From an optimization exercise on the open Yosys and OpenROAD flow, aimed at small area, a short achievable clock period and few clock cycles per item; shortcuts taken in it are not production practice.
In this exercise RTL edits were held to simulation tests only and were not proved equivalent to the original.
Power and IR drop assume default switching activity.

### flow/design.v
module smpo_gap #(
  parameter logic [17:0] C = 18'd0
) (
  input  logic [47:0] now_i,
  input  logic [47:0] t_i,
  output logic        lt_o
);
  logic [18:0] u;
  logic        borrow, lt_u;
  logic [29:0] eqb, cond;
  logic        hi_zero;
  assign u      = {1'b0, t_i[17:0]} + {1'b0, C};
  smpo_lt #(.N(18)) u_borrow (.a_i(now_i[17:0]), .b_i(t_i[17:0]), .lt_o(borrow));
  smpo_lt #(.N(18)) u_lt_u (.a_i(now_i[17:0]), .b_i(u[17:0]), .lt_o(lt_u));
  always_comb begin
    eqb = ~(now_i[47:18] ^ t_i[47:18]);
    cond[0] = eqb[0] != borrow;
    for (int i = 1; i < 30; i++) begin
      cond[i] = t_i[17+i] ? (eqb[i] ~^ now_i[17+i]) : eqb[i];
    end
  end
  assign hi_zero = &cond;
  assign lt_o   = hi_zero && (borrow ? (u[18] && lt_u) : (u[18] || lt_u));
endmodule
module smpo_lt #(
  parameter int N = 8,
  parameter int K = 6
) (
  input  logic [N-1:0] a_i,
  input  logic [N-1:0] b_i,
  output logic         lt_o
);
  localparam int M = (N + K - 1) / K;
  logic [M-1:0] cl, cg;
  always_comb begin
    for (int c = 0; c < M; c++) begin
      cl[c] = 1'b0;
      cg[c] = 1'b0;
      for (int i = c * K; i < c * K + K && i < N; i++) begin
        cl[c] = (~a_i[i] & b_i[i]) | (~(a_i[i] & ~b_i[i]) & cl[c]);
        cg[c] = (a_i[i] & ~b_i[i]) | (~(~a_i[i] & b_i[i]) & cg[c]);
      end
    end
    lt_o = 1'b0;
    for (int c = 0; c < M; c++) begin
      lt_o = cl[c] | (~cg[c] & lt_o);
    end
  end
endmodule
module speech_mouth_pixel_overlay (
  input  logic        clk_i,
  input  logic        rst_ni,
  input  logic        in_valid_i,
  output logic        in_stall_o,
  input  logic [94:0] in_item_i,
  output logic        out_valid_o,
  input  logic        out_stall_i,
  output logic [19:0] out_item_o,
  input  logic        cfg_we_i,
  input  logic [2:0]  cfg_idx_i,
  input  logic [15:0] cfg_data_i
);
  localparam logic [1:0] ACT_PIXEL  = 2'd0;
  localparam logic [1:0] ACT_LEVEL  = 2'd1;
  localparam logic [1:0] ACT_ACTIVE = 2'd2;
  localparam logic [1:0] ACT_FRAME  = 2'd3;
  function automatic sum_zero5;
    input [4:0] a;
    input [4:0] b;
    reg [4:0] x;
    reg ok;
    begin
      x = a ^ b;
      ok = !x[0];
      for (int i = 1; i < 5; i++) begin
        ok = ok & (b[i-1] ? x[i] : (x[i] ~^ a[i-1]));
      end
      sum_zero5 = ok;
    end
  endfunction
  function automatic sum_zero6;
    input [5:0] a;
    input [5:0] b;
    reg [5:0] x;
    reg ok;
    begin
      x = a ^ b;
      ok = !x[0];
      for (int i = 1; i < 6; i++) begin
        ok = ok & (b[i-1] ? x[i] : (x[i] ~^ a[i-1]));
      end
      sum_zero6 = ok;
    end
  endfunction
  logic [1:0]  act;
  logic [9:0]  px, py;
  logic [15:0] pin;
  logic [7:0]  level;
  logic        flag;
  logic [47:0] now;
  assign act   = in_item_i[94:93];
  assign px    = in_item_i[92:83];
  assign py    = in_item_i[82:73];
  assign pin   = in_item_i[72:57];
  assign level = in_item_i[56:49];
  assign flag  = in_item_i[48];
  assign now   = in_item_i[47:0];
  logic [9:0]  left_q, top_q, cx_q, cy_q;
  logic [10:0] right_q, bottom_q;
  logic [15:0] black_q, white_q;
  always_ff @(posedge clk_i or negedge rst_ni) begin
    if (!rst_ni) begin
      left_q   <= 10'd0;
      top_q    <= 10'd0;
      right_q  <= 11'd0;
      bottom_q <= 11'd0;
      cx_q     <= 10'd0;
      cy_q     <= 10'd0;
      black_q  <= 16'h0000;
      white_q  <= 16'hFFFF;
    end else if (cfg_we_i) begin
      case (cfg_idx_i)
        3'd0:    left_q   <= cfg_data_i[9:0];
        3'd1:    top_q    <= cfg_data_i[9:0];
        3'd2:    right_q  <= cfg_data_i[10:0];
        3'd3:    bottom_q <= cfg_data_i[10:0];
        3'd4:    cx_q     <= cfg_data_i[9:0];
        3'd5:    cy_q     <= cfg_data_i[9:0];
        3'd6:    black_q  <= cfg_data_i;
        default: white_q  <= cfg_data_i;
      endcase
    end
  end
  logic s1_valid_q, s1_hit_q, s1_erase_q;
  logic [15:0] s1_pix_q;
  logic adv, accept;
  assign adv        = !(s1_valid_q && out_stall_i);
  assign in_stall_o = !adv;
  assign accept     = in_valid_i && adv;
  logic        active_q;
  logic [2:0]  target_q, render_q;
  logic [47:0] voice_q, step_q;
  logic        voice_recent, step_recent;
  logic        level_nz;
  logic [2:0]  req;
  smpo_gap #(.C(18'd200000)) u_voice_gap (.now_i(now), .t_i(voice_q), .lt_o(voice_recent));
  smpo_gap #(.C(18'd40000))  u_step_gap  (.now_i(now), .t_i(step_q),  .lt_o(step_recent));
  assign level_nz = (level != 8'd0);
  assign req      = (level > 8'd4) ? 3'd4 : level[2:0];
  always_ff @(posedge clk_i or negedge rst_ni) begin
    if (!rst_ni) begin
      active_q <= 1'b0;
      target_q <= 3'd0;
      render_q <= 3'd0;
    end else if (accept) begin
      case (act)
        ACT_LEVEL: begin
          if (active_q) begin
            if (level_nz) begin
              target_q <= req;
            end else if (!voice_recent) begin
              target_q <= 3'd0;
            end
          end
        end
        ACT_ACTIVE: begin
          active_q <= flag;
          target_q <= 3'd0;
          render_q <= 3'd0;
        end
        ACT_FRAME: begin
          if (active_q && !step_recent) begin
            if (render_q < target_q) begin
              render_q <= render_q + 3'd1;
            end else if (render_q > target_q) begin
              render_q <= render_q - 3'd1;
            end
          end
        end
        default: begin
        end
      endcase
    end
  end
  always_ff @(posedge clk_i) begin
    if (accept && (act == ACT_ACTIVE || (act == ACT_LEVEL && active_q && level_nz))) begin
      voice_q <= now;
    end
    if (accept && (act == ACT_ACTIVE || (act == ACT_FRAME && active_q && !step_recent))) begin
      step_q <= now;
    end
  end
  logic        compose, in_rect, bright, erase, hit;
  logic        x_lt_left, x_lt_right, y_lt_top, y_lt_bottom;
  logic [6:0]  weight;
  logic        bx, x_eq, x_up, x_dn, dx_small;
  logic        by, y_eq, y_up, dy_small;
  logic [5:0]  dx;
  logic [3:0]  dy;
  logic [19:0] ga;
  logic [13:0] gy;
  logic [4:0]  on_pose;
  assign compose = active_q && (act == ACT_PIXEL);
  smpo_lt #(.N(10), .K(10)) u_x_left   (.a_i(px), .b_i(left_q), .lt_o(x_lt_left));
  smpo_lt #(.N(11), .K(11)) u_x_right  (.a_i({1'b0, px}), .b_i(right_q), .lt_o(x_lt_right));
  smpo_lt #(.N(10), .K(10)) u_y_top    (.a_i(py), .b_i(top_q), .lt_o(y_lt_top));
  smpo_lt #(.N(11), .K(11)) u_y_bottom (.a_i({1'b0, py}), .b_i(bottom_q), .lt_o(y_lt_bottom));
  assign in_rect = !x_lt_left && x_lt_right && !y_lt_top && y_lt_bottom;
  assign weight  = {2'b0, pin[15:11]} + {2'b0, pin[4:0]} + {2'b0, pin[10:6]};
  assign bright  = (weight >= 7'd10);
  assign erase   = compose && in_rect && bright;
  assign bx       = px[4:0] < cx_q[4:0];
  assign x_eq     = (px[9:5] == cx_q[9:5]);
  assign x_up     = sum_zero5(px[9:5], ~cx_q[9:5]) && !(&cx_q[9:5]);    
  assign x_dn     = sum_zero5(~px[9:5], cx_q[9:5]) && !(&px[9:5]);      
  assign dx_small = x_eq || (bx ? x_up : x_dn);
  assign dx       = px[5:0] - cx_q[5:0];
  assign by       = py[3:0] < cy_q[3:0];
  assign y_eq     = (py[9:4] == cy_q[9:4]);
  assign y_up     = sum_zero6(py[9:4], ~cy_q[9:4]) && !(&cy_q[9:4]);    
  assign dy_small = by ? y_up : y_eq;
  assign dy       = py[3:0] - cy_q[3:0];
  always_comb begin
    for (int m = 0; m < 20; m++) begin
      ga[m] = dx[5] ? ({1'b0, dx[4:0]} <= 6'(32 - m)) : ({1'b0, dx[4:0]} >= 6'(m));
    end
    for (int j = 0; j < 14; j++) begin
      gy[j] = ({1'b0, dy} >= 5'(j));
    end
  end
  assign on_pose[0] = (ga[0] & ~ga[8] & gy[2] & ~gy[4])
                     | (ga[8] & ~ga[10] & gy[1] & ~gy[3])
                     | (ga[10] & ~ga[11] & gy[0] & ~gy[2]);
  assign on_pose[1] = (ga[0] & ~ga[7] & gy[3] & ~gy[5])
                     | (ga[7] & ~ga[10] & gy[2] & ~gy[4])
                     | (ga[10] & ~ga[12] & gy[1] & ~gy[3])
                     | (ga[12] & ~ga[13] & gy[0] & ~gy[2]);
  assign on_pose[2] = (ga[0] & ~ga[7] & gy[5] & ~gy[8])
                     | (ga[7] & ~ga[9] & gy[4] & ~gy[7])
                     | (ga[9] & ~ga[11] & gy[3] & ~gy[6])
                     | (ga[11] & ~ga[13] & gy[2] & ~gy[5])
                     | (ga[13] & ~ga[14] & gy[1] & ~gy[4])
                     | (ga[14] & ~ga[15] & gy[0] & ~gy[3]);
  assign on_pose[3] = (ga[0] & ~ga[7] & gy[7] & ~gy[10])
                     | (ga[7] & ~ga[9] & gy[6] & ~gy[9])
                     | (ga[9] & ~ga[11] & gy[5] & ~gy[8])
                     | (ga[11] & ~ga[13] & gy[4] & ~gy[7])
                     | (ga[13] & ~ga[14] & gy[3] & ~gy[6])
                     | (ga[14] & ~ga[15] & gy[2] & ~gy[5])
                     | (ga[15] & ~ga[16] & gy[1] & ~gy[4])
                     | (ga[16] & ~ga[17] & gy[0] & ~gy[3]);
  assign on_pose[4] = (ga[0] & ~ga[6] & gy[9] & ~gy[13])
                     | (ga[6] & ~ga[9] & gy[8] & ~gy[12])
                     | (ga[9] & ~ga[11] & gy[7] & ~gy[11])
                     | (ga[11] & ~ga[12] & gy[6] & ~gy[10])
                     | (ga[12] & ~ga[14] & gy[5] & ~gy[9])
                     | (ga[14] & ~ga[15] & gy[4] & ~gy[8])
                     | (ga[15] & ~ga[16] & gy[3] & ~gy[7])
                     | (ga[16] & ~ga[17] & gy[2] & ~gy[6])
                     | (ga[17] & ~ga[18] & gy[1] & ~gy[5])
                     | (ga[18] & ~ga[19] & gy[0] & ~gy[4]);
  assign hit = compose && dx_small && dy_small && on_pose[(render_q > 3'd4) ? 3'd4 : render_q];
  always_ff @(posedge clk_i or negedge rst_ni) begin
    if (!rst_ni) begin
      s1_valid_q <= 1'b0;
    end else if (adv) begin
      s1_valid_q <= in_valid_i;
    end
  end
  always_ff @(posedge clk_i) begin
    if (adv) begin
      s1_hit_q   <= hit;
      s1_erase_q <= erase;
      s1_pix_q   <= pin;
    end
  end
  assign out_valid_o = s1_valid_q;
  assign out_item_o  = {s1_hit_q ? white_q : (s1_erase_q ? black_q : s1_pix_q), 1'b0, render_q};
endmodule
### flow/config.mk
export PLATFORM = sky130hd
export DESIGN_NAME = speech_mouth_pixel_overlay
export DESIGN_NICKNAME = speech_mouth_pixel_overlay
export VERILOG_FILES = /design/flow/design.v
export SDC_FILE = /design/flow/constraint.sdc
export NUM_CORES = 4
export LEC_CHECK = 0
export ABC_AREA = 1
export CAP_MARGIN = 20
export CORE_MARGIN = 2
export CORE_UTILIZATION = 55
export SETUP_SLACK_MARGIN = 2.9
export SLEW_MARGIN = 20
### flow/standard.sh
#!/bin/bash
# synth_recipe.tcl (not shown) runs the flow's synth.tcl, then flattens the netlist and writes it again
# the make line also repeats each setting of config.mk as NAME=value (left out here)
make -C /OpenROAD-flow-scripts/flow DESIGN_CONFIG=/design/flow/config.mk WORK_HOME=/design/flow/orfs CLKGATE_MAP_FILE= SYNTH_SCRIPT=/design/flow/synth_recipe.tcl "${@:-finish}"
### flow/flow/run.sh
#!/bin/bash
# Layout flow: the standard flow, with the port buffers that placement
# inserts made sky130_fd_sc_hd__buf_1 cells instead of the default choice, and
# clock tree synthesis run without dummy loads and with larger sink clusters.
set -euo pipefail
bash standard.sh "BUFFER_PORTS_ARGS=-buffer_cell sky130_fd_sc_hd__buf_1" \
  "CTS_ARGS=-sink_clustering_enable -repair_clock_nets -dont_use_dummy_load -sink_clustering_size 20 -sink_clustering_max_diameter 100" \
  finish > standard.log 2>&1
### flow/constraint.sdc
create_clock -name core_clock -period 6.0 [get_ports {clk_i}]
set_input_delay 1.2000 -clock core_clock [delete_from_list [all_inputs] [get_ports {clk_i}]]
set_output_delay 1.2000 -clock core_clock [all_outputs]
set_load 0.01 [all_outputs]
==> flow_summary.ini, run 1 <==
[status]
outcome = finished clean

[synthesis]
synth_area_leaders = edfxtp_1 (26%), dfrtp_1 (16%), nand2_1 (15%)
synth-edff-count = 114
syn-num-nets = 1912
ys.flop_type = edfxtp_1
ys_warn_count = 6
synthArstFlopShare = 0.472
syn_avg_cell_area_sq_um = 7.52
synth_top_area_frac = 0.258
netlist_instances = 1766
netlist_area_sq_um = 13300
ys_seq_area_frac = 0.452
yosysMostFrequentCell = nand2_1
synth_seq_cells = 216
synthDistinctLibCells = 47
synth_common_cells = nand2_1 (543), inv_1 (273), o21ai_0 (160), nor2_1 (125), edfxtp_1 (114)
yosysTopAreaCell = edfxtp_1

[clocking]
clk_latency_ns = 0.49
cts.path.max_buffers = 3
clk_pin_slew_worst_paths_ns = 0.08
cts_root_buf = clkbuf_16
numCtsBuffers = 15
cts_tree = built
cts_sinks = 216
hold_buffers = 0
ctsHtreeMaxLevel = 1

[global_routing]
grt_max_degree = 58
grt_overflow = 0
grt_use_total = 0.253
grt_first_pass_wirelength_microns = 53200
grt_pass1_vias = 11000
antenna_found_initial = 0

[power_and_ir_drop]
leakagePower_nw = 7.12
p_switching_mw = 1.61
clock_power_share = 0.211
ir_worst_vdd_mv = 0.253
p_int_mw = 2.81
pwr-share-seq = 0.427
pwr-share-comb = 0.363
powerDensity_nw_per_um2 = 291
switching_share = 0.364

[sta]
timing.final.hold_violations = 0
fmax_mhz = 312
slew_headroom = 0.365
finalSetupViolCount = 0
rsz0062_at_grt = true
post-route-period-util = 0.533
fin_skew_ns = 0.0450
worst_pin_slew_ns = 0.950
finalCriticalPeriod_ns = 3.20
drv_slew = 0
finalSetupTns_ns = 0

[worst_setup_path]
required_ns = 6.19
slowest_stage = fa_2
critPathMaxStageDelay_ns = 0.38
crit_chain = buf_8 > inv_12 > ha_4 > inv_4 > fa_2 > nand3_2 > nand2_4 > xnor2_4 > buf_6 > o21ai_2 > inv_1 > nand2_1 > nor2_2 > nor2_4 > nand3_2 > nand2_1 > nor2_1 > nand2_1 > nand3_2 > a21oi_2
endpoint_kind = flip-flop
start_kind = primary input
worstSetupPathType = primary input to flip-flop
path_max_fanout = 6
cp.arrival_ns = 3.39

[finish]
nets = 2071
final_layout_size_suffix_gt1_frac = 0.0848
n_fill_cell = 2107
finish.utilization = 0.644
n_antenna_cell = 0
area_growth_syn_to_layout_pct = 14.4

[flow_run]
max_cap_viol_count = 0

[floorplan]
fp.dieW_microns = 159
rows = 56
ioPinCount = 141
start_util = 0.562
fp.dieH_microns = 159
coreArea_sq_um = 23600
die-area_sq_um = 25400

[placed_design]
hpwl_microns = 23900
gp_congestion = 0.857
numPortBuffers = 139

[drt]
ant_nets = 0
drt_iter0_markers = 856
post_drt_wl_per_cell_microns = 14.8
drtPass1Iterations = 8
drc_errors = 0
num_vias = 12100
vias_per_cell = 5.39
drt_wl_total_microns = 33300

[hold_path]
hp-class = flip-flop to flip-flop
==> repair_timing <==
item	in CTS	in global routing
setup endpoints to repair	70	57
pin swaps	11	39
buffers inserted	10	14
resized for setup	19	84
cloned	1	4
hold endpoints to repair	0	0
==> cells in the final DEF (no fill, tap or decap), drive strengths merged, types with 56 or more instances in the layout <==
master and count:
buf 160, nand2 550, dfrtp 86, o22ai 56, inv 274, nand3 102, a21oi 82, edfxtp 114
nor2 129, o21ai 168
==> power groups by stage <==
stage,sequential (mW),combinational (mW),clock [mW]
4_1_cts,1.88,1.39,0.958
5_1_grt,1.91,1.79,1.00
3_5_place_dp,1.92,1.31,0
3_3_place_gp,1.91,1.31,0
2_1_floorplan,1.88,1.01,0
6_report,1.89,1.60,0.931
==> layout make-up <==
type | instances | area [sq um] | share of cell area
multi-input combinational | 1251 | 6580 | 0.433
tap | 319 | 399 | 0.0263
clock buffer | 15 | 375 | 0.0247
inverter | 275 | 1060 | 0.0695
timing repair buffer | 166 | 788 | 0.0519
sequential | 216 | 6000 | 0.395
==> sequential cells by signal (all words and copies together) (netlist names), 11 cells and up <==
| register | cells |
|---|---|
| black_q | 16 |
| bottom_q | 11 |
| right_q | 11 |
| s1_pix_q | 16 |
| step_q | 48 |
| voice_q | 48 |
| white_q | 16 |
==> worst max-delay path: cells and delay by family <==
kind / cells / cell delay, ns
fa+ha+maj: 2 / 0.50
buf+inv: 5 / 0.43
xor+xnor: 1 / 0.32
simple gates: 10 / 0.83
compound gates: 2 / 0.11
==> final timing paths <==
kind	end	depth (start not counted)	slack, ns	from
max	s1_hit_q$_DFFE_PN_	20	2.80	in_item_i[83]
min	cx_q[3]$_DFFE_PN0P_	2	0.49	cx_q[3]$_DFFE_PN0P_
max reg2reg	s1_hit_q$_DFFE_PN_	18	3.27	cx_q[0]$_DFFE_PN0P_
min reg2reg	cx_q[3]$_DFFE_PN0P_	2	0.49	cx_q[3]$_DFFE_PN0P_
max in group asynchronous	white_q[2]$_DFFE_PN1P_	2	4.06	rst_ni
min in group asynchronous	target_q[1]$_DFFE_PN0P_	1	0.81	rst_ni
==> routing by layer <==
metal | track usage | share of wire | vias up
li1 | - | - | 6094
met1 | 0.368 | 0.47 | 5585
met2 | 0.406 | 0.45 | 374
met3 | 0.0404 | 0.067 | 36
met4 | 0.0446 | 0.015 | 0
met5 | 0 | 0 | -
==> per-stage QoR <==
stage	setup slack, ns	area [sq um]	hold slack (ns)	cells	power (mW)
after global placement	1.94	14200	0.465	2198	3.22
after global routing	2.69	15200	0.506	2242	4.70
after floorplan	2.73	13400	0.442	1766	2.89
final	2.80	15200	0.487	2242	4.42
after CTS	2.75	14800	0.487	2224	4.23
after detailed placement	1.94	14200	0.465	2198	3.23
==> kinds of logic after synthesis <==
| family | after synthesis | share of synthesized area |
|---|---|---|
| AO/OA/AOI/OAI | 349 | 0.147 |
| other | 1 | 0.000282 |
| buffers and inverters | 304 | 0.0875 |
| flip-flops | 216 | 0.452 |
| adder cells (fa/ha/maj) | 27 | 0.0305 |
| XOR/XNOR | 43 | 0.0289 |
| AND/OR/NAND/NOR | 826 | 0.254 |
Testbench counts, summed over its fixed seeds: cycles 26,745, items 24,000.
==> run 2: changes to the inputs <==
==> flow/flow/run.sh (replaced) <==
#!/bin/bash
# Layout flow: the standard flow, with the port buffers that placement
# inserts made sky130_fd_sc_hd__buf_1 cells instead of the default choice, and
# clock tree synthesis run without dummy loads and with larger sink clusters.
set -euo pipefail
bash standard.sh "BUFFER_PORTS_ARGS=-buffer_cell sky130_fd_sc_hd__buf_1" \
  "CTS_ARGS=-sink_clustering_enable -repair_clock_nets -dont_use_dummy_load -sink_clustering_size 14 -sink_clustering_max_diameter 80 -buf_list {sky130_fd_sc_hd__clkbuf_8}" \
  finish > standard.log 2>&1
--- a/flow/config.mk
+++ b/flow/config.mk
@@ -8,6 +8,6 @@
 export ABC_AREA = 1
 export CAP_MARGIN = 20
 export CORE_MARGIN = 2
-export CORE_UTILIZATION = 55
-export SETUP_SLACK_MARGIN = 2.9
+export CORE_UTILIZATION = 50
+export SETUP_SLACK_MARGIN = 2.8
 export SLEW_MARGIN = 20
==> flow_summary.ini, run 2 <==
[power_and_ir_drop]
ir_worst_vdd_mv = 0.208
leakagePower_nw = 7.02
powerDensity_nw_per_um2 = 282

[sta]
fmax_mhz = 318
rsz0062_at_grt = true
worst_pin_slew_ns = 0.941
fin_skew_ns = 0.0262
timing.final.hold_violations = 0
post-route-period-util = 0.524
finalCriticalPeriod_ns = 3.14
timing.hold.ws_ns = 0.492
finalSetupTns_ns = 0
drv_slew = 0
finalSetupViolCount = 0
slew_headroom = 0.371

[finish]
nets = 2069
layout_commonest_cell = nand2_1
n_fill_cell = 2529
n_antenna_cell = 0
layout.cells.most_common_list = nand2_1 (535), inv_1 (261), o21ai_0 (147)
area_growth_syn_to_layout_pct = 13.1
reg_top3 = step_q x48, voice_q x48
multiInputGateArea_sq_um = 6540
final_layout_size_suffix_gt1_frac = 0.0843
regArea_sq_um = 6000

[flow_run]
max_cap_viol_count = 0

[floorplan]
fp.dieW_microns = 167
start_util = 0.510
die-area_sq_um = 27900
coreArea_sq_um = 26100
ioPinCount = 141
fp.dieH_microns = 167
rows = 59

[worst_setup_path]
r2r_cells = 16
worstSetupPathType = primary input to flip-flop
reg2reg_from = cx_q[4]$_DFFE_PN0P_
cp_num_buf_inv = 3
start_kind = primary input
crit_top_cell = inv_2
r2r_slack_ns = 3.31
endpoint_kind = flip-flop
crit_family = adder cells
crit_chain = buf_8 > fa_1 > ha_2 > inv_2 > fa_2 > inv_2 > o21ai_2 > o211ai_1 > nand4_1 > a21oi_2 > nand3_1 > nor2_1
path_max_fanout = 2
cp.depth = 12
cp.arrival_ns = 3.52
critPathMaxStageDelay_ns = 0.54
slowest_stage = fa_1
worstReg2RegEnd = s1_hit_q$_DFFE_PN_
required_ns = 6.38

[synthesis]
synth_common_cells = nand2_1 (543), inv_1 (273), o21ai_0 (160), nor2_1 (125), edfxtp_1 (114)
ys_warn_count = 6
synth_area_leaders = edfxtp_1 (26%), dfrtp_1 (16%), nand2_1 (15%)
synth-edff-count = 114
synth_seq_cells = 216
netlist_instances = 1766
yosysTopAreaCell = edfxtp_1
syn_avg_cell_area_sq_um = 7.52
yosysMostFrequentCell = nand2_1
ys_seq_area_frac = 0.452
netlist_area_sq_um = 13300
syn-num-nets = 1912
synthArstFlopShare = 0.472
synth_top_area_frac = 0.258
ys.flop_type = edfxtp_1
synthDistinctLibCells = 47

[clocking]
hold_buffers = 0
cts_tree = built
clk_latency_ns = 0.52
cts_sinks = 216
cts_root_buf = clkbuf_8
cts.path.max_buffers = 3
ctsHtreeMaxLevel = 1
clk_pin_slew_worst_paths_ns = 0.09
numCtsBuffers = 20

[drt]
vias_per_cell = 5.27
drt_wl_total_microns = 33600
post_drt_wl_per_cell_microns = 14.9
num_vias = 11900
drc_errors = 0
drtPass1Iterations = 8
drt_iter0_markers = 888
ant_nets = 0

[global_routing]
grt_use_total = 0.236
antenna_found_initial = 0
grt_max_degree = 54
grt_first_pass_wirelength_microns = 54300
grt_pass1_vias = 11100
grt_overflow = 0

[placed_design]
gp_congestion = 0.861
numPortBuffers = 139
hpwl_microns = 24600

[hold_path]
hold_end = target_q[1]$_DFFE_PN0P_
whs_path_depth = 2
min_from = target_q[1]$_DFFE_PN0P_
hp-class = flip-flop to flip-flop

[status]
outcome = finished clean
run 2: cell counts after synthesis:
Identical to the previous run, type by type.
run 2: layer usage:
metal  GRT usage  wire (microns)  vias to the layer above
li1            -               -                     6083
met1       0.351           16500                     5463
met2       0.375           14700                      310
met3      0.0330            2000                       38
met4      0.0412             477                        0
met5           0               0                        -
run 2: worst register-to-register path: stages (launching register included):
cell and delay, ns:
dfrtp_1 0.39, inv_1 0.08, ha_4 0.28, nand2_1 0.10, inv_1 0.07, nand4_1 0.12, o211ai_4 0.23, xor2_4 0.33
buf_4 0.17, o21ai_2 0.07, buf_4 0.15, nand3_1 0.07, nand2_1 0.05, nor2_1 0.11, nand2_1 0.07, nand3_2 0.07
a21oi_2 0.05
run 2: worst max path at each step:
| stage | from | endpoint | slack (ns) |
|---|---|---|---|
| global placement | in_item_i[83] | s1_hit_q$_DFFE_PN_ | 1.95 |
| global route | in_item_i[69] | s1_erase_q$_DFFE_PN_ | 2.75 |
| CTS | out_stall_i | in_stall_o | 2.80 |
| finish | in_item_i[69] | s1_erase_q$_DFFE_PN_ | 2.86 |
| floorplan | in_item_i[83] | s1_hit_q$_DFFE_PN_ | 2.73 |
| detailed placement | in_item_i[83] | s1_hit_q$_DFFE_PN_ | 1.89 |
run 2: final cells by class:
class                   count  area share
clock buffers              20      0.0183
inverters                 275      0.0701
multi-input cells        1248       0.435
flip-flops and latches    216       0.399
well taps                 335      0.0279
repair buffers            162      0.0495
run 2: kinds of logic after synthesis:
group                      after synthesis  share of synthesized area
xor gates and xnor gates                43                     0.0289
and+or+nand+nor                        826                      0.254
adders and majority gates               27                     0.0305
buffers and inverters                  304                     0.0875
AOI/OAI and AO/OA                      349                      0.147
other                                    1                   0.000282
DFF                                    216                      0.452
run 2: timing repair:
| action | CTS | global route |
|---|---|---|
| setup buffers | 10 | 10 |
| setup endpoints to repair | 68 | 54 |
| gates resized for setup | 15 | 83 |
| pin swaps | 5 | 37 |
| gates cloned | 0 | 2 |
run 2: power by group:
group | leakage (nW) | internal [mW] | switching (mW) | total, mW
Combinational | 4.57 | 0.584 | 0.992 | 1.58
Clock | 0.144 | 0.299 | 0.481 | 0.780
Sequential | 2.31 | 1.76 | 0.125 | 1.89
Total | 7.02 | 2.64 | 1.60 | 4.24
run 2: per-stage QoR:
stage	utilization	instance area, sq um	power [mW]	std cells	worst slack (ns)
final	0.577	15000	4.24	2256	2.86
after global routing	0.577	15000	4.55	2256	2.75
after CTS	0.563	14700	4.10	2244	2.80
after detailed placement	0.545	14200	3.24	2214	1.89
after global placement	0.545	14200	3.23	2214	1.95
after floorplan	-	13400	2.89	1766	2.73
==> run 3: changes to the inputs <==
--- a/flow/config.mk
+++ b/flow/config.mk
@@ -8,6 +8,6 @@
 export ABC_AREA = 1
 export CAP_MARGIN = 20
 export CORE_MARGIN = 2
-export CORE_UTILIZATION = 50
+export CORE_UTILIZATION = 40
 export SETUP_SLACK_MARGIN = 2.8
 export SLEW_MARGIN = 20
==> flow_summary.ini, run 3 <==
[status]
outcome = finished clean

[global_routing]
antenna_found_initial = 0
grt_pass1_vias = 10900
grt_use_total = 0.198
grt_first_pass_wirelength_microns = 54700
grt_max_degree = 61
grt_overflow = 0

[drt]
drtPass1Iterations = 5
ant_nets = 0
drt_wl_total_microns = 34800
post_drt_wl_per_cell_microns = 14.7
num_vias = 11900
vias_per_cell = 5.03
drc_errors = 0
drt_iter0_markers = 775

[sta]
fin_skew_ns = 0.0564
fmax_mhz = 318
finalSetupTns_ns = 0
slew_headroom = 0.376
finalSetupViolCount = 0
drv_slew = 0
fin_ws_ns = 2.85
rsz0062_at_grt = true
timing.final.hold_violations = 0
worst_pin_slew_ns = 0.934
finalCriticalPeriod_ns = 3.15
post-route-period-util = 0.524

[clocking]
clk_pin_slew_worst_paths_ns = 0.08
numCtsBuffers = 21
cts_sinks = 216
ctsHtreeMaxLevel = 1
cts_root_buf = clkbuf_8
hold_buffers = 0
cts_tree = built
clk_latency_ns = 0.55
cts.path.max_buffers = 3

[synthesis]
synth_top_area_frac = 0.258
ys_seq_area_frac = 0.452
syn-num-nets = 1912
synthAdderAreaFrac = 0.0305
synth_xor_area_frac = 0.0289
syn_avg_cell_area_sq_um = 7.52
synth.mux.area_fraction = 0
synthArstFlopShare = 0.472
yosysTopAreaCell = edfxtp_1
synth_top_family_by_area = simple AND/OR/NAND/NOR gates
synth_area_leaders = edfxtp_1 (26%), dfrtp_1 (16%), nand2_1 (15%)
synth_seq_cells = 216
yosysMostFrequentCell = nand2_1
yosys.area_share.simple = 0.254
ys_warn_count = 6
ys.flop_type = edfxtp_1
synth_compound_area_frac = 0.147
synth-edff-count = 114
synthDistinctLibCells = 47
netlist_instances = 1766
synth_common_cells = nand2_1 (543), inv_1 (273), o21ai_0 (160), nor2_1 (125), edfxtp_1 (114)
netlist_area_sq_um = 13300

[finish]
layout.cells.most_common_list = nand2_1 (533), inv_1 (261), o21ai_0 (150)
nets = 2070
reg_top3 = step_q x48, voice_q x48
area_growth_syn_to_layout_pct = 13.6
n_antenna_cell = 0
layout_commonest_cell = nand2_1
final_layout_size_suffix_gt1_frac = 0.0801
n_fill_cell = 3282

[placed_design]
hpwl_microns = 25100
gp_congestion = 0.873
pre_cts_ws_ns = 1.94
numPortBuffers = 139

[hold_path]
hp-class = flip-flop to flip-flop

[floorplan]
ioPinCount = 141
fp.dieH_microns = 186
fp.dieW_microns = 186
rows = 66
start_util = 0.407
coreArea_sq_um = 32600
die-area_sq_um = 34700

[flow_run]
max_cap_viol_count = 0

[worst_setup_path]
worstSetupPathType = primary input to flip-flop
path_max_fanout = 7
cp.arrival_ns = 3.39
start_kind = primary input
required_ns = 6.25
endpoint_kind = flip-flop

[power_and_ir_drop]
leakagePower_nw = 7.02
ir_worst_vdd_mv = 0.153
powerDensity_nw_per_um2 = 280
[run 3: changes by cell type in the layout (fill, tap and decap cells not counted), sizes merged]
cell and change:
clkinvlp -1, inv +1, buf +2, clkbuf -1
[run 3: per-stage QoR]
step                cells  hold WS [ns]  power, mW  utilization  instance area [sq um]
floorplan            1766         0.442       2.89            -                  13400
global route         2364         0.506       4.54        0.463                  15100
detailed placement   2321         0.462       3.24        0.440                  14300
global placement     2321         0.461       3.22        0.440                  14300
CTS                  2351         0.482       4.11        0.453                  14800
finish               2364         0.481       4.22        0.463                  15100
[run 3: worst max-delay path, stage by stage]
cell and delay (ns):
buf_8 0.11, inv_12 0.05, ha_4 0.12, inv_4 0.04
fa_2 0.41, nand3_2 0.10, nand2_4 0.07, xnor2_4 0.31
buf_4 0.21, a21oi_2 0.04, nand2_1 0.12, nand2_4 0.09
inv_2 0.08, nor2_1 0.04, nand2_1 0.05, nand3_1 0.06
nand2_1 0.06, nor2_1 0.04, nor2_1 0.12, a21oi_2 0.06
[run 3: layout make-up]
cell class	count	area, sq um	area share
multi-input combinational	1248	6470	0.429
tap	442	553	0.0366
clock buffer	21	289	0.0192
timing repair buffer	162	726	0.0481
inverter	275	1050	0.0697
sequential	216	6000	0.397
[run 3: kinds of logic after synthesis]
kind of cell | after synthesis
AO/OA/AOI/OAI | 349
XOR/XNOR | 43
adder cells (fa/ha/maj) | 27
buffers and inverters | 304
flip-flops | 216
other | 1
AND/OR/NAND/NOR | 826
[run 3: power breakdown]
group / internal, mW / leakage (nW) / switching, mW / total (mW)
clock: 0.312 / 0.151 / 0.496 / 0.807
combinational: 0.558 / 4.55 / 0.971 / 1.53
sequential: 1.76 / 2.31 / 0.124 / 1.89
total: 2.63 / 7.02 / 1.59 / 4.22
[run 3: routing by layer]
layer | routed length, microns | global-route usage | vias to the layer above
li1 | - | - | 6077
met1 | 16500 | 0.278 | 5482
met2 | 15500 | 0.318 | 291
met3 | 2160 | 0.0366 | 39
met4 | 698 | 0.0447 | 0
met5 | 0 | 0 | -
[run 3: path summary, 6_finish.rpt]
path | startpoint | endpoint | slack (ns) | cells past startpoint
worst max-delay path | in_item_i[83] | s1_hit_q$_DFFE_PN_ | 2.85 | 20
worst min-delay path | target_q[2]$_DFFE_PN0P_ | target_q[2]$_DFFE_PN0P_ | 0.48 | 2
worst max register to register | cx_q[0]$_DFFE_PN0P_ | s1_hit_q$_DFFE_PN_ | 3.24 | 18
worst min register to register | target_q[2]$_DFFE_PN0P_ | target_q[2]$_DFFE_PN0P_ | 0.48 | 2
max in group asynchronous | rst_ni | right_q[2]$_DFFE_PN0P_ | 4.10 | 2
min in group asynchronous | rst_ni | cy_q[2]$_DFFE_PN0P_ | 0.80 | 1
[run 3: what timing repair did]
action,in CTS,in global routing
pin swaps,4,30
resized for setup,14,69
cloned,0,2
setup buffers,9,11
endpoints found under the hold margin,0,0
endpoints found under the setup margin,23,54
==> run 4: changes to the inputs <==
--- a/flow/config.mk
+++ b/flow/config.mk
@@ -6,8 +6,8 @@
 export NUM_CORES = 4
 export LEC_CHECK = 0
 export ABC_AREA = 1
-export CAP_MARGIN = 20
+export CAP_MARGIN = 10
 export CORE_MARGIN = 2
 export CORE_UTILIZATION = 40
 export SETUP_SLACK_MARGIN = 2.8
-export SLEW_MARGIN = 20
+export SLEW_MARGIN = 10
==> flow_summary.ini, run 4 <==
[status]
outcome = finished clean

[placed_design]
gp_congestion = 0.873
place_area_sq_um = 14300
numPortBuffers = 139
place_inst = 2321
pre_cts_ws_ns = 1.94
hpwl_microns = 25100

[power_and_ir_drop]
ir_worst_vdd_mv = 0.153
switching_share = 0.377
power_mw = 4.22
pwr-share-comb = 0.362
p_int_mw = 2.63
leakagePower_nw = 7.02
p_switching_mw = 1.59
pwr-share-seq = 0.447
powerDensity_nw_per_um2 = 280
clock_power_share = 0.191

[drt]
drtPass1Iterations = 5
wl_met1_microns = 16500
vias_per_cell = 5.03
drc_errors = 0
drt_iter0_markers = 775
drt_wl_total_microns = 34800
ant_nets = 0
num_vias = 11900
post_drt_wl_per_cell_microns = 14.7
wl_met2_microns = 15500
wl_met3_microns = 2160
highest_layer = met4

[worst_setup_path]
required_ns = 6.25
cp.arrival_ns = 3.39
endpoint_kind = flip-flop
path_max_fanout = 7
worstSetupPathType = primary input to flip-flop
start_kind = primary input

[synthesis]
synth_seq_cells = 216
netlist_instances = 1766
ys.flop_type = edfxtp_1
synthArstFlopShare = 0.472
ys_seq_area_frac = 0.452
ys_warn_count = 6
yosysTopAreaCell = edfxtp_1
synth_area_leaders = edfxtp_1 (26%), dfrtp_1 (16%), nand2_1 (15%)
netlist_area_sq_um = 13300
yosysMostFrequentCell = nand2_1
synth_common_cells = nand2_1 (543), inv_1 (273), o21ai_0 (160), nor2_1 (125), edfxtp_1 (114)
synthDistinctLibCells = 47
syn_avg_cell_area_sq_um = 7.52
synth_top_area_frac = 0.258
synth-edff-count = 114
syn-num-nets = 1912

[clocking]
numCtsBuffers = 21
cts_tree = built
clk_pin_slew_worst_paths_ns = 0.08
cts.path.max_buffers = 3
ctsHtreeMaxLevel = 1
cts_sinks = 216
cts_root_buf = clkbuf_8
clk_latency_ns = 0.55
hold_buffers = 0

[sta]
finalCriticalPeriod_ns = 3.15
finalSetupTns_ns = 0
fmax_mhz = 318
timing.final.hold_violations = 0
drv_slew = 0
finalSetupViolCount = 0
fin_skew_ns = 0.0564
fin_ws_ns = 2.85
rsz0062_at_grt = true
timing.hold.ws_ns = 0.481
worst_pin_slew_ns = 0.934
post-route-period-util = 0.524
slew_headroom = 0.376

[floorplan]
coreArea_sq_um = 32600
ioPinCount = 141
die-area_sq_um = 34700
rows = 66
fp.dieW_microns = 186
start_util = 0.407
fp.dieH_microns = 186

[global_routing]
grt_first_pass_wirelength_microns = 54700
grt_use_total = 0.198
grt_max_degree = 61
grt_overflow = 0
antenna_found_initial = 0
grt_pass1_vias = 10900

[finish]
area_growth_syn_to_layout_pct = 13.6
layout_commonest_cell = nand2_1
layout.cells.non_filler = 2364
n_fill_cell = 3282
layout.cells.most_common_list = nand2_1 (533), inv_1 (261), o21ai_0 (150)
final_layout_size_suffix_gt1_frac = 0.0801
final_cell_area_sq_um = 15100
finish.utilization = 0.463
reg_top3 = step_q x48, voice_q x48
nets = 2070
n_antenna_cell = 0

[flow_run]
max_cap_viol_count = 0

[hold_path]
hp-class = flip-flop to flip-flop
==> run 4: cell counts after synthesis <==
No cell type changed its count.
==> run 4: power groups by stage <==
| stage | sequential, mW | combinational (mW) | clock [mW] |
|---|---|---|---|
| after floorplan | 1.88 | 1.01 | 0 |
| after global placement | 1.92 | 1.31 | 0 |
| after detailed placement | 1.92 | 1.32 | 0 |
| after CTS | 1.88 | 1.38 | 0.849 |
| after global routing | 1.91 | 1.73 | 0.897 |
| final | 1.89 | 1.53 | 0.807 |
==> run 4: cells by family (layout without fill, tap and decap cells) <==
logic type / after synthesis / count (layout) / share of synthesized area
flops: 216 / 216 / 0.452
xor+xnor: 43 / 44 / 0.0289
compound gates: 349 / 349 / 0.147
other cells: 1 / 1 / 0.000282
fa+ha+maj: 27 / 27 / 0.0305
simple gates: 826 / 827 / 0.254
buf+inv: 304 / 458 / 0.0875
==> run 4: worst paths after layout <==
check	start	to	slack, ns	depth (start not counted)
max	in_item_i[83]	s1_hit_q$_DFFE_PN_	2.85	20
min	target_q[2]$_DFFE_PN0P_	target_q[2]$_DFFE_PN0P_	0.48	2
max reg2reg	cx_q[0]$_DFFE_PN0P_	s1_hit_q$_DFFE_PN_	3.24	18
min reg2reg	target_q[2]$_DFFE_PN0P_	target_q[2]$_DFFE_PN0P_	0.48	2
max in group asynchronous	rst_ni	right_q[2]$_DFFE_PN0P_	4.10	2
min in group asynchronous	rst_ni	cy_q[2]$_DFFE_PN0P_	0.80	1
==> run 4: layout make-up <==
| type | count | area, sq um | area share |
|---|---|---|---|
| multi-input cells | 1248 | 6470 | 0.429 |
| flip-flops and latches | 216 | 6000 | 0.397 |
| inverters | 275 | 1050 | 0.0697 |
| repair buffers | 162 | 726 | 0.0481 |
| well taps | 442 | 553 | 0.0366 |
| clock buffers | 21 | 289 | 0.0192 |
==> run 4: metal layers <==
layer | vias to the layer above | GRT usage
li1 | 6077 | -
met1 | 5482 | 0.278
met2 | 291 | 0.318
met3 | 39 | 0.0366
met4 | 0 | 0.0447
met5 | - | 0
==> run 4: repair_timing <==
action / 4_1_cts / 5_1_grt
pin swaps: 4 / 30
resized for setup: 14 / 69
setup endpoints to repair: 23 / 54
endpoints found under the hold margin: 0 / 0
setup buffers: 9 / 11
gates cloned: 0 / 2
==> run 4: worst max-delay path: stages <==
cell and delay [ns]:
buf_8 0.11, inv_12 0.05, ha_4 0.12, inv_4 0.04, fa_2 0.41, nand3_2 0.10, nand2_4 0.07, xnor2_4 0.31
buf_4 0.21, a21oi_2 0.04, nand2_1 0.12, nand2_4 0.09, inv_2 0.08, nor2_1 0.04, nand2_1 0.05, nand3_1 0.06
nand2_1 0.06, nor2_1 0.04, nor2_1 0.12, a21oi_2 0.06
==> run 5: changes to the inputs <==
--- a/flow/design.v
+++ b/flow/design.v
@@ -192,7 +192,7 @@
   end
   logic        compose, in_rect, bright, erase, hit;
   logic        x_lt_left, x_lt_right, y_lt_top, y_lt_bottom;
-  logic [6:0]  weight;
+  logic [4:0]  ws, wc;
   logic        bx, x_eq, x_up, x_dn, dx_small;
   logic        by, y_eq, y_up, dy_small;
   logic [5:0]  dx;
@@ -206,8 +206,14 @@
   smpo_lt #(.N(10), .K(10)) u_y_top    (.a_i(py), .b_i(top_q), .lt_o(y_lt_top));
   smpo_lt #(.N(11), .K(11)) u_y_bottom (.a_i({1'b0, py}), .b_i(bottom_q), .lt_o(y_lt_bottom));
   assign in_rect = !x_lt_left && x_lt_right && !y_lt_top && y_lt_bottom;
-  assign weight  = {2'b0, pin[15:11]} + {2'b0, pin[4:0]} + {2'b0, pin[10:6]};
-  assign bright  = (weight >= 7'd10);
+  assign ws = pin[15:11] ^ pin[4:0] ^ pin[10:6];
+  assign wc = (pin[15:11] & pin[4:0]) | (pin[15:11] & pin[10:6]) | (pin[4:0] & pin[10:6]);
+  always_comb begin
+    bright = (ws >= 5'd10) || (wc >= 5'd5);
+    for (int k = 0; k <= 4; k++) begin
+      bright = bright || ((wc == 5'(k)) && (ws >= 5'(10 - 2 * k)));
+    end
+  end
   assign erase   = compose && in_rect && bright;
   assign bx       = px[4:0] < cx_q[4:0];
   assign x_eq     = (px[9:5] == cx_q[9:5]);
--- a/flow/config.mk
+++ b/flow/config.mk
@@ -6,8 +6,8 @@
 export NUM_CORES = 4
 export LEC_CHECK = 0
 export ABC_AREA = 1
-export CAP_MARGIN = 10
+export CAP_MARGIN = 20
 export CORE_MARGIN = 2
 export CORE_UTILIZATION = 40
 export SETUP_SLACK_MARGIN = 2.8
-export SLEW_MARGIN = 10
+export SLEW_MARGIN = 20
==> flow_summary.ini, run 5 <==
[finish]
layout.cells.most_common_list = nand2_1 (555), inv_1 (264), o21ai_0 (155)
layout.cells.non_filler = 2385
area_growth_syn_to_layout_pct = 12.7
final_layout_size_suffix_gt1_frac = 0.0824
reg_top3 = step_q x48, voice_q x48
finish.utilization = 0.460
layout_commonest_cell = nand2_1
nets = 2084
n_fill_cell = 3336
final_cell_area_sq_um = 15100

[synthesis]
ys_seq_area_frac = 0.449
yosysTopAreaCell = edfxtp_1
netlist_instances = 1790
yosysMostFrequentCell = nand2_1
synth_top_area_frac = 0.256
ys.flop_type = edfxtp_1
netlist_area_sq_um = 13400
syn_avg_cell_area_sq_um = 7.46
synth_area_leaders = edfxtp_1 (26%), dfrtp_1 (16%), nand2_1 (16%)
synth-edff-count = 114
ys_warn_count = 6
synthArstFlopShare = 0.472
synthDistinctLibCells = 49
syn-num-nets = 1931
synth_common_cells = nand2_1 (561), inv_1 (273), o21ai_0 (158), nor2_1 (127), edfxtp_1 (114)
synth_seq_cells = 216

[worst_setup_path]
worstSetupPathType = primary input to primary output
required_ns = 4.80
path_max_fanout = 20
cp.arrival_ns = 1.95
start_kind = primary input
endpoint_kind = primary output

[placed_design]
place_inst = 2347
place_area_sq_um = 14400
hpwl_microns = 26500
numPortBuffers = 139
pre_cts_ws_ns = 2.01
gp_congestion = 0.920

[drt]
drtPass1Iterations = 7
vias_per_cell = 5.00
post_drt_wl_per_cell_microns = 15.0
drc_errors = 0
drt_iter0_markers = 832
highest_layer = met5
wl_met3_microns = 1910
wl_met2_microns = 16300
drt_wl_total_microns = 35800
wl_met1_microns = 16800
num_vias = 11900
ant_nets = 0

[sta]
fin_ws_ns = 2.85
rsz0062_at_grt = true
worst_pin_slew_ns = 1.01
timing.hold.ws_ns = 0.480
finalCriticalPeriod_ns = 3.15
drv_slew = 0
post-route-period-util = 0.526
finalSetupViolCount = 0
fin_skew_ns = 0.0575
timing.final.hold_violations = 0
finalSetupTns_ns = 0
slew_headroom = 0.324
fmax_mhz = 317

[clocking]
numCtsBuffers = 20
cts_tree = built
cts.path.max_buffers = 3
cts_sinks = 216
clk_latency_ns = 0.54
cts_root_buf = clkbuf_8
clk_pin_slew_worst_paths_ns = 0.07
ctsHtreeMaxLevel = 1

[global_routing]
grt_overflow = 0
grt_first_pass_wirelength_microns = 57500
grt_max_degree = 71
grt_use_total = 0.201
grt_pass1_vias = 11300
antenna_found_initial = 4

[power_and_ir_drop]
leakagePower_nw = 7.01
ir_worst_vdd_mv = 0.155
powerDensity_nw_per_um2 = 276
power_mw = 4.16

[floorplan]
ioPinCount = 141
rows = 66
die-area_sq_um = 34900
fp.dieH_microns = 187
coreArea_sq_um = 32700
start_util = 0.408
fp.dieW_microns = 187

[hold_path]
hp-class = flip-flop to flip-flop

[flow_run]
max_cap_viol_count = 0

[status]
outcome = finished clean
[run 5: cell types whose count changed in the layout (fill, tap and decap cells not counted), sizes merged, moves of 5 or more]
cell / before / now
a21oi: 82 / 69
a31oi: 2 / 7
nand2: 547 / 577
o22ai: 56 / 40
or2: 10 / 21
[run 5: final timing paths]
check,slack [ns],to,startpoint,cells past startpoint
setup / recovery,2.85,in_stall_o,out_stall_i,4
hold / removal,0.48,target_q[1]$_DFFE_PN0P_,target_q[1]$_DFFE_PN0P_,2
setup reg to reg,3.25,step_q[34]$_DFFE_PP_,step_q[6]$_DFFE_PP_,16
hold reg to reg,0.48,target_q[1]$_DFFE_PN0P_,target_q[1]$_DFFE_PN0P_,2
max in group asynchronous,4.12,white_q[5]$_DFFE_PN1P_,rst_ni,2
min in group asynchronous,0.83,black_q[11]$_DFFE_PN0P_,rst_ni,1
[run 5: layer usage]
metal | vias to the layer above | track usage
li1 | 6121 | -
met4 | 4 | 0.0476
met2 | 313 | 0.335
met1 | 5435 | 0.277
met5 | - | 0
met3 | 59 | 0.0310
[run 5: power by group]
part	switching, mW	total [mW]	internal [mW]
clock	0.486	0.785	0.299
combinational	0.957	1.49	0.531
sequential	0.124	1.89	1.76
total	1.57	4.16	2.59
[run 5: logic make-up after synthesis]
kind of cell | Yosys count | synth area share
and+or+nand+nor | 879 | 0.274
AOI/OAI and AO/OA | 318 | 0.133
buffers and inverters | 309 | 0.0878
DFF | 216 | 0.449
xor gates and xnor gates | 45 | 0.0309
adders and majority gates | 22 | 0.0251
other | 1 | 0.000281
[run 5: timing repair]
| item | 4_1_cts | 5_1_grt |
|---|---|---|
| resized for setup | 6 | 56 |
| endpoints found under the setup margin | 43 | 29 |
| setup buffers | 5 | 10 |
| gates cloned | 0 | 1 |
| hold buffers | 0 | 0 |
| pin swaps | 0 | 21 |
[run 5: cell type report]
type / count / area (sq um) / area share
Tap cell: 442 / 553 / 0.0367
Multi-Input combinational cell: 1266 / 6460 / 0.429
Clock buffer: 20 / 275 / 0.0183
Antenna cell: 2 / 5.00 / 0.000333
Sequential cell: 216 / 6000 / 0.398
Inverter: 280 / 1060 / 0.0704
Timing Repair Buffer: 159 / 704 / 0.0468
[run 5: critical path: stages]
cell and delay (ns):
buf_1 0.12, nand2_4 0.21, inv_1 0.13, buf_1 0.28
Testbench counts of run 5, summed over its fixed seeds: cycles 26,745, items 24,000.
==> run 6: changes to the inputs <==
--- a/flow/config.mk
+++ b/flow/config.mk
@@ -5,7 +5,6 @@
 export SDC_FILE = /design/flow/constraint.sdc
 export NUM_CORES = 4
 export LEC_CHECK = 0
-export ABC_AREA = 1
 export CAP_MARGIN = 20
 export CORE_MARGIN = 2
 export CORE_UTILIZATION = 40
==> flow_summary.ini, run 6 <==
[worst_setup_path]
crit_chain = buf_12 > inv_12 > ha_4 > inv_2 > fa_2 > a21o_1 > a21oi_4 > buf_12 > xor2_4 > nand2_4 > buf_6 > o32ai_4 > a211oi_2 > o41ai_2 > o21ai_2 > a31oi_1 > a221oi_2
required_ns = 6.25
crit_family = compound AO/OA/AOI/OAI gates
cp.arrival_ns = 4.04
endpoint_kind = flip-flop
cp_num_buf_inv = 5
start_kind = primary input
critPathMaxStageDelay_ns = 0.42
crit_top_cell = buf_12
slowest_stage = fa_2
worstSetupPathType = primary input to flip-flop
r2r_slack_ns = 2.58
path_max_fanout = 7

[drt]
drt_iter0_markers = 786
num_vias = 11400
post_drt_wl_per_cell_microns = 18.2
drtPass1Iterations = 5
drc_errors = 0
drt_wl_total_microns = 37300
ant_nets = 0
vias_per_cell = 5.58

[sta]
post-route-period-util = 0.631
slew_headroom = 0.324
rsz0062_at_grt = true
drv_slew = 0
fin_ws_ns = 2.22
worst_pin_slew_ns = 1.01
finalSetupTns_ns = 0
fin_skew_ns = 0.0507
finalSetupViolCount = 0
finalCriticalPeriod_ns = 3.78
fmax_mhz = 264
timing.final.hold_violations = 0

[clocking]
ctsHtreeMaxLevel = 1
cts.path.max_buffers = 3
cts_sinks = 216
cts_tree = built
cts_root_buf = clkbuf_8
clk_latency_ns = 0.56
clk_pin_slew_worst_paths_ns = 0.10
numCtsBuffers = 20

[synthesis]
synth.mux.area_fraction = 0.0790
synth_area_leaders = edfxtp_1 (25%), dfrtp_1 (15%), mux2_2 (5.7%)
synth-edff-count = 114
synth_top_family_by_area = simple AND/OR/NAND/NOR gates
netlist_instances = 1417
yosys.area_share.simple = 0.170
syn_avg_cell_area_sq_um = 9.83
yosysMostFrequentCell = nand2_1
ys_warn_count = 6
yosysTopAreaCell = edfxtp_1
synth_compound_area_frac = 0.165
synthAdderAreaFrac = 0.0604
netlist_area_sq_um = 13900
synth_common_cells = nand2_1 (125), edfxtp_1 (114), inv_1 (100), o21ai_0 (93), dfrtp_1 (86)
synth_top_area_frac = 0.246
syn-num-nets = 1558
synth_xor_area_frac = 0.0521
ys_seq_area_frac = 0.430
synthArstFlopShare = 0.472
ys.flop_type = edfxtp_1
synthDistinctLibCells = 96
synth_seq_cells = 216

[finish]
n_fill_cell = 3221
layout.cells.most_common_list = nand2_1 (122), buf_1 (119), edfxtp_1 (114)
layout_commonest_cell = nand2_1
area_growth_syn_to_layout_pct = 18.4
nets = 1733
final_layout_size_suffix_gt1_frac = 0.205
reg_top3 = step_q x48, voice_q x48

[power_and_ir_drop]
leakagePower_nw = 6.04
ir_worst_vdd_mv = 0.172
powerDensity_nw_per_um2 = 267

[placed_design]
numPortBuffers = 139
hpwl_microns = 26500
gp_congestion = 0.892
pre_cts_ws_ns = 1.27

[global_routing]
grt_first_pass_wirelength_microns = 59000
grt_overflow = 0
grt_max_degree = 56
antenna_found_initial = 2
grt_use_total = 0.203
grt_pass1_vias = 11100

[flow_run]
max_cap_viol_count = 0

[floorplan]
die-area_sq_um = 36300
ioPinCount = 141
start_util = 0.404
coreArea_sq_um = 34500
fp.dieW_microns = 191
fp.dieH_microns = 191
rows = 68

[hold_path]
hp-class = flip-flop to flip-flop

[status]
outcome = finished clean
-- run 6: changes by cell type after synthesis, moves of 60 or more --
cell	previous run	this run
o21ai_0	158	93
nand2_1	561	125
nor2_1	127	57
mux2_2	0	70
inv_1	273	100
nand3_1	103	33
nand2b_1	0	60
-- run 6: stage by stage --
stage / power [mW] / cells / utilization / cell area [sq um] / hold WS [ns]
2_1_floorplan: 2.97 / 1417 / - / 14100 / 0.479
3_3_place_gp: 3.34 / 1967 / 0.437 / 15100 / 0.487
3_5_place_dp: 3.36 / 1967 / 0.437 / 15100 / 0.493
4_1_cts: 4.33 / 2025 / 0.467 / 16100 / 0.514
5_1_grt: 4.67 / 2046 / 0.478 / 16500 / 0.518
6_report: 4.41 / 2046 / 0.478 / 16500 / 0.512
-- run 6: cell type report --
class	count	area [sq um]	area share
multi-input combinational	1046	7940	0.482
sequential	216	6000	0.364
timing repair buffer	208	1310	0.0797
tap	455	569	0.0345
inverter	100	388	0.0235
clock buffer	20	275	0.0167
antenna	1	2.50	0.000152
-- run 6: repair_timing --
item	CTS	global route
setup endpoints to repair	71	65
pin swaps	44	20
setup buffers	34	18
endpoints found under the hold margin	0	0
cloned	4	2
gates resized for setup	96	40
hold buffers	0	0
-- run 6: report_power, final --
part	internal (mW)	total [mW]	leakage [nW]	switching [mW]
clock network	0.299	0.793	0.144	0.494
registers	1.77	1.90	2.27	0.131
logic	0.747	1.71	3.63	0.964
total	2.82	4.41	6.04	1.59
-- run 6: path summary, 6_finish.rpt --
path                                            to  cells past startpoint                     from
max                             s1_hit_q$_DFFE_PN_                     17            in_item_i[83]
min                        bottom_q[3]$_DFFE_PN0P_                      1  bottom_q[3]$_DFFE_PN0P_
max reg2reg                    step_q[5]$_DFFE_PP_                     13     step_q[12]$_DFFE_PP_
min reg2reg                bottom_q[3]$_DFFE_PN0P_                      1  bottom_q[3]$_DFFE_PN0P_
max in group asynchronous      cx_q[2]$_DFFE_PN0P_                      2                   rst_ni
min in group asynchronous   s1_valid_q$_DFFE_PN0N_                      1                   rst_ni
-- run 6: per-layer routing --
metal	global-route usage	part of all wire
met2	0.334	0.47
met3	0.0265	0.048
met1	0.277	0.45
met5	0	0.00024
met4	0.0656	0.029
-- run 6: kinds of logic (layout without fill, tap and decap cells) --
| logic type | after synthesis | in the layout |
|---|---|---|
| and+or+nand+nor | 448 | 448 |
| buffers and inverters | 156 | 328 |
| DFF | 216 | 216 |
| other | 1 | 2 |
| muxes | 101 | 101 |
| adders and majority gates | 71 | 71 |
| AOI/OAI and AO/OA | 342 | 342 |
| xor gates and xnor gates | 82 | 83 |
==> run 7: changes to the inputs <==
--- a/flow/config.mk
+++ b/flow/config.mk
@@ -5,8 +5,9 @@
 export SDC_FILE = /design/flow/constraint.sdc
 export NUM_CORES = 4
 export LEC_CHECK = 0
+export ABC_AREA = 1
 export CAP_MARGIN = 20
 export CORE_MARGIN = 2
 export CORE_UTILIZATION = 40
-export SETUP_SLACK_MARGIN = 2.8
+export SETUP_SLACK_MARGIN = 2.95
 export SLEW_MARGIN = 20
==> flow_summary.ini, run 7 <==
[worst_setup_path]
required_ns = 6.25
endpoint_kind = flip-flop
slowest_stage = fa_2
crit_start = in_item_i[83]
cp.arrival_ns = 3.36
crit_end = s1_hit_q$_DFFE_PN_
crit_chain = buf_8 > inv_12 > ha_4 > inv_4 > fa_2 > nor2_4 > nor2_4 > nor2_4 > inv_1 > o21ai_1 > nand2_1 > nand2_2 > inv_2 > nand3_2 > nand3_1 > nor2_1 > nand2_1 > nand2_1 > nor2_2 > nor2_1 > nor2_1
r2r_cells = 6
worstReg2RegEnd = voice_q[19]$_DFFE_PP_
cp.depth = 21
critPathMaxStageDelay_ns = 0.40
worstSetupPathType = primary input to flip-flop
crit_family = simple AND/OR/NAND/NOR gates
start_kind = primary input
r2r_slack_ns = 3.23
cp_num_buf_inv = 5
path_max_fanout = 4
reg2reg_from = s1_valid_q$_DFFE_PN0N_

[clocking]
ctsHtreeMaxLevel = 1
numCtsBuffers = 21
hold_buffers = 0
clk_latency_ns = 0.55
cts_sinks = 216
cts_root_buf = clkbuf_8
cts.path.max_buffers = 3
clk_pin_slew_worst_paths_ns = 0.08
cts_tree = built

[synthesis]
netlist_instances = 1790
syn-num-nets = 1931
synthArstFlopShare = 0.472
synth_seq_cells = 216
syn_avg_cell_area_sq_um = 7.46
synth-edff-count = 114
synth_top_area_frac = 0.256
ys.flop_type = edfxtp_1
synthDistinctLibCells = 49
synth_common_cells = nand2_1 (561), inv_1 (273), o21ai_0 (158), nor2_1 (127), edfxtp_1 (114)
synth_area_leaders = edfxtp_1 (26%), dfrtp_1 (16%), nand2_1 (16%)
netlist_area_sq_um = 13400
yosysTopAreaCell = edfxtp_1
ys_seq_area_frac = 0.449
yosysMostFrequentCell = nand2_1
ys_warn_count = 6

[floorplan]
fp.dieW_microns = 187
ioPinCount = 141
coreArea_sq_um = 32700
start_util = 0.408
rows = 66
die-area_sq_um = 34900
fp.dieH_microns = 187

[drt]
ant_nets = 0
drc_errors = 0
num_vias = 12000
post_drt_wl_per_cell_microns = 15.3
drtPass1Iterations = 5
drt_iter0_markers = 732
drt_wl_total_microns = 36600
vias_per_cell = 5.02

[finish]
reg_top3 = step_q x48, voice_q x48
layout_commonest_cell = nand2_1
final_layout_size_suffix_gt1_frac = 0.112
regArea_sq_um = 6000
multiInputGateArea_sq_um = 6630
area_growth_syn_to_layout_pct = 15.1
n_fill_cell = 3347
layout.cells.most_common_list = nand2_1 (544), inv_1 (268), o21ai_0 (145)
finish.utilization = 0.470
nets = 2094

[sta]
slew_headroom = 0.385
rsz0062_at_grt = true
drv_slew = 0
fin_ws_ns = 2.88
worst_pin_slew_ns = 0.923
fmax_mhz = 321
fin_skew_ns = 0.0642
timing.final.hold_violations = 0
finalCriticalPeriod_ns = 3.12
finalSetupTns_ns = 0
post-route-period-util = 0.520
finalSetupViolCount = 0

[power_and_ir_drop]
powerDensity_nw_per_um2 = 275
leakagePower_nw = 7.18
ir_worst_vdd_mv = 0.190

[placed_design]
gp_congestion = 0.891
numPortBuffers = 139
hpwl_microns = 26700
pre_cts_ws_ns = 2.15

[global_routing]
grt_overflow = 0
grt_max_degree = 71
grt_first_pass_wirelength_microns = 59300
antenna_found_initial = 4
grt_pass1_vias = 11600
grt_use_total = 0.208

[status]
outcome = finished clean

[hold_path]
whs_path_depth = 2
hp-class = flip-flop to flip-flop

[flow_run]
max_cap_viol_count = 0
-- run 7: cell count changes after synthesis, sizes merged, moves of 30 or more --
cell	change
nand2	+451
inv	+180
nor2	+73
nand3	+72
mux2	-71
o21ai	+71
nand2b	-60
maj3	-49
nor2b	-47
xnor2	-38
mux2i	-30
-- run 7: area by class of cell --
class	count	share of cell area
multi-input combinational	1268	0.431
sequential	216	0.390
inverter	280	0.0696
timing repair buffer	165	0.0536
tap	442	0.0360
clock buffer	21	0.0188
timing repair inverter	1	0.000488
antenna	1	0.000163
-- run 7: where the power goes --
group | leakage, nW | switching, mW | total (mW) | internal, mW
Clock | 0.151 | 0.502 | 0.816 | 0.313
Sequential | 2.31 | 0.132 | 1.90 | 1.76
Combinational | 4.72 | 0.970 | 1.52 | 0.548
-- run 7: stage by stage --
step | total power [mW] | cell area [sq um] | instances | hold slack [ns]
final | 4.23 | 15400 | 2394 | 0.492
after global routing | 4.54 | 15400 | 2393 | 0.521
after CTS | 4.19 | 15000 | 2384 | 0.496
after detailed placement | 3.26 | 14400 | 2345 | 0.473
after global placement | 3.25 | 14400 | 2345 | 0.464
after floorplan | 2.88 | 13400 | 1790 | 0.442
-- run 7: worst min path at each step --
stage                                  startpoint                       to  slack, ns
after floorplan           target_q[1]$_DFFE_PN0P_  target_q[1]$_DFFE_PN0P_       0.44
after global placement    target_q[2]$_DFFE_PN0P_  target_q[2]$_DFFE_PN0P_       0.46
after detailed placement      cy_q[2]$_DFFE_PN0P_      cy_q[2]$_DFFE_PN0P_       0.47
after CTS                     cy_q[2]$_DFFE_PN0P_      cy_q[2]$_DFFE_PN0P_       0.50
after global routing      white_q[11]$_DFFE_PN1P_  white_q[11]$_DFFE_PN1P_       0.52
final                         cx_q[4]$_DFFE_PN0P_      cx_q[4]$_DFFE_PN0P_       0.49
-- run 7: timing repair --
| action | CTS | global route |
|---|---|---|
| gates resized for setup | 41 | 100 |
| endpoints found under the setup margin | 70 | 71 |
| cloned | 2 | 3 |
| pin swaps | 15 | 15 |
| buffers inserted | 16 | 6 |
| hold endpoints to repair | 0 | 0 |
-- run 7: logic make-up (layout without fill, tap and decap cells) --
kind of cell | after synthesis | count (layout) | share of synthesized area
simple gates | 879 | 882 | 0.274
xor+xnor | 45 | 45 | 0.0309
buf+inv | 309 | 467 | 0.0878
fa+ha+maj | 22 | 22 | 0.0251
flops | 216 | 216 | 0.449
compound gates | 318 | 318 | 0.133
other cells | 1 | 2 | 0.000281
-- run 7: tightest hold or removal path: cells and delay by family (launching register included) --
family | cells | cell delay (ns)
flops | 1 | 0.35
compound gates | 1 | 0.06
simple gates | 1 | 0.05
-- run 7: metal layers --
layer	track usage	vias up	part of all wire
met5	0	-	0.0011
met2	0.340	260	0.46
li1	-	6136	-
met4	0.0516	6	0.019
met3	0.0402	49	0.056
met1	0.283	5566	0.47

## afterwards: timing with drivers on the ports
The flow's constraints put no driver on any port. The routed layouts listed below were extracted and timed again, unchanged, in two steps. Step 1: set_driving_cell puts a clkbuf_16 on clk_i and a buf_2 on each other input, an assumption about the parent block. Step 2 also shifts input and output timing later by t, the mid clock arrival at the registers, as if the neighbouring blocks saw the same clock. a / b / c = ideal / step 1 / step 2; a / b = the first two.
run	t (ns)	slack for setup (ns)	worst register clock-pin slew, ns	worst slew at a driven data input, ns	cell pins on the clock port's net
run 1	0.510	2.800 / 2.804 / 2.293	0.08 / 0.08	0.07	1
run 2	0.559	2.858 / 2.864 / 2.305	0.10 / 0.10	0.06	1
run 3	0.569	2.853 / 2.830 / 2.262	0.10 / 0.10	0.09	1
run 4	0.569	2.853 / 2.830 / 2.262	0.10 / 0.10	0.09	1
run 5	0.561	2.846 / 2.822 / 2.347	0.10 / 0.10	0.08	1
run 6	0.583	2.215 / 2.213 / 1.630	0.10 / 0.10	0.09	1
run 7	0.569	2.882 / 2.847 / 2.320	0.10 / 0.10	0.08	1
After both steps every run listed still meets setup and hold.
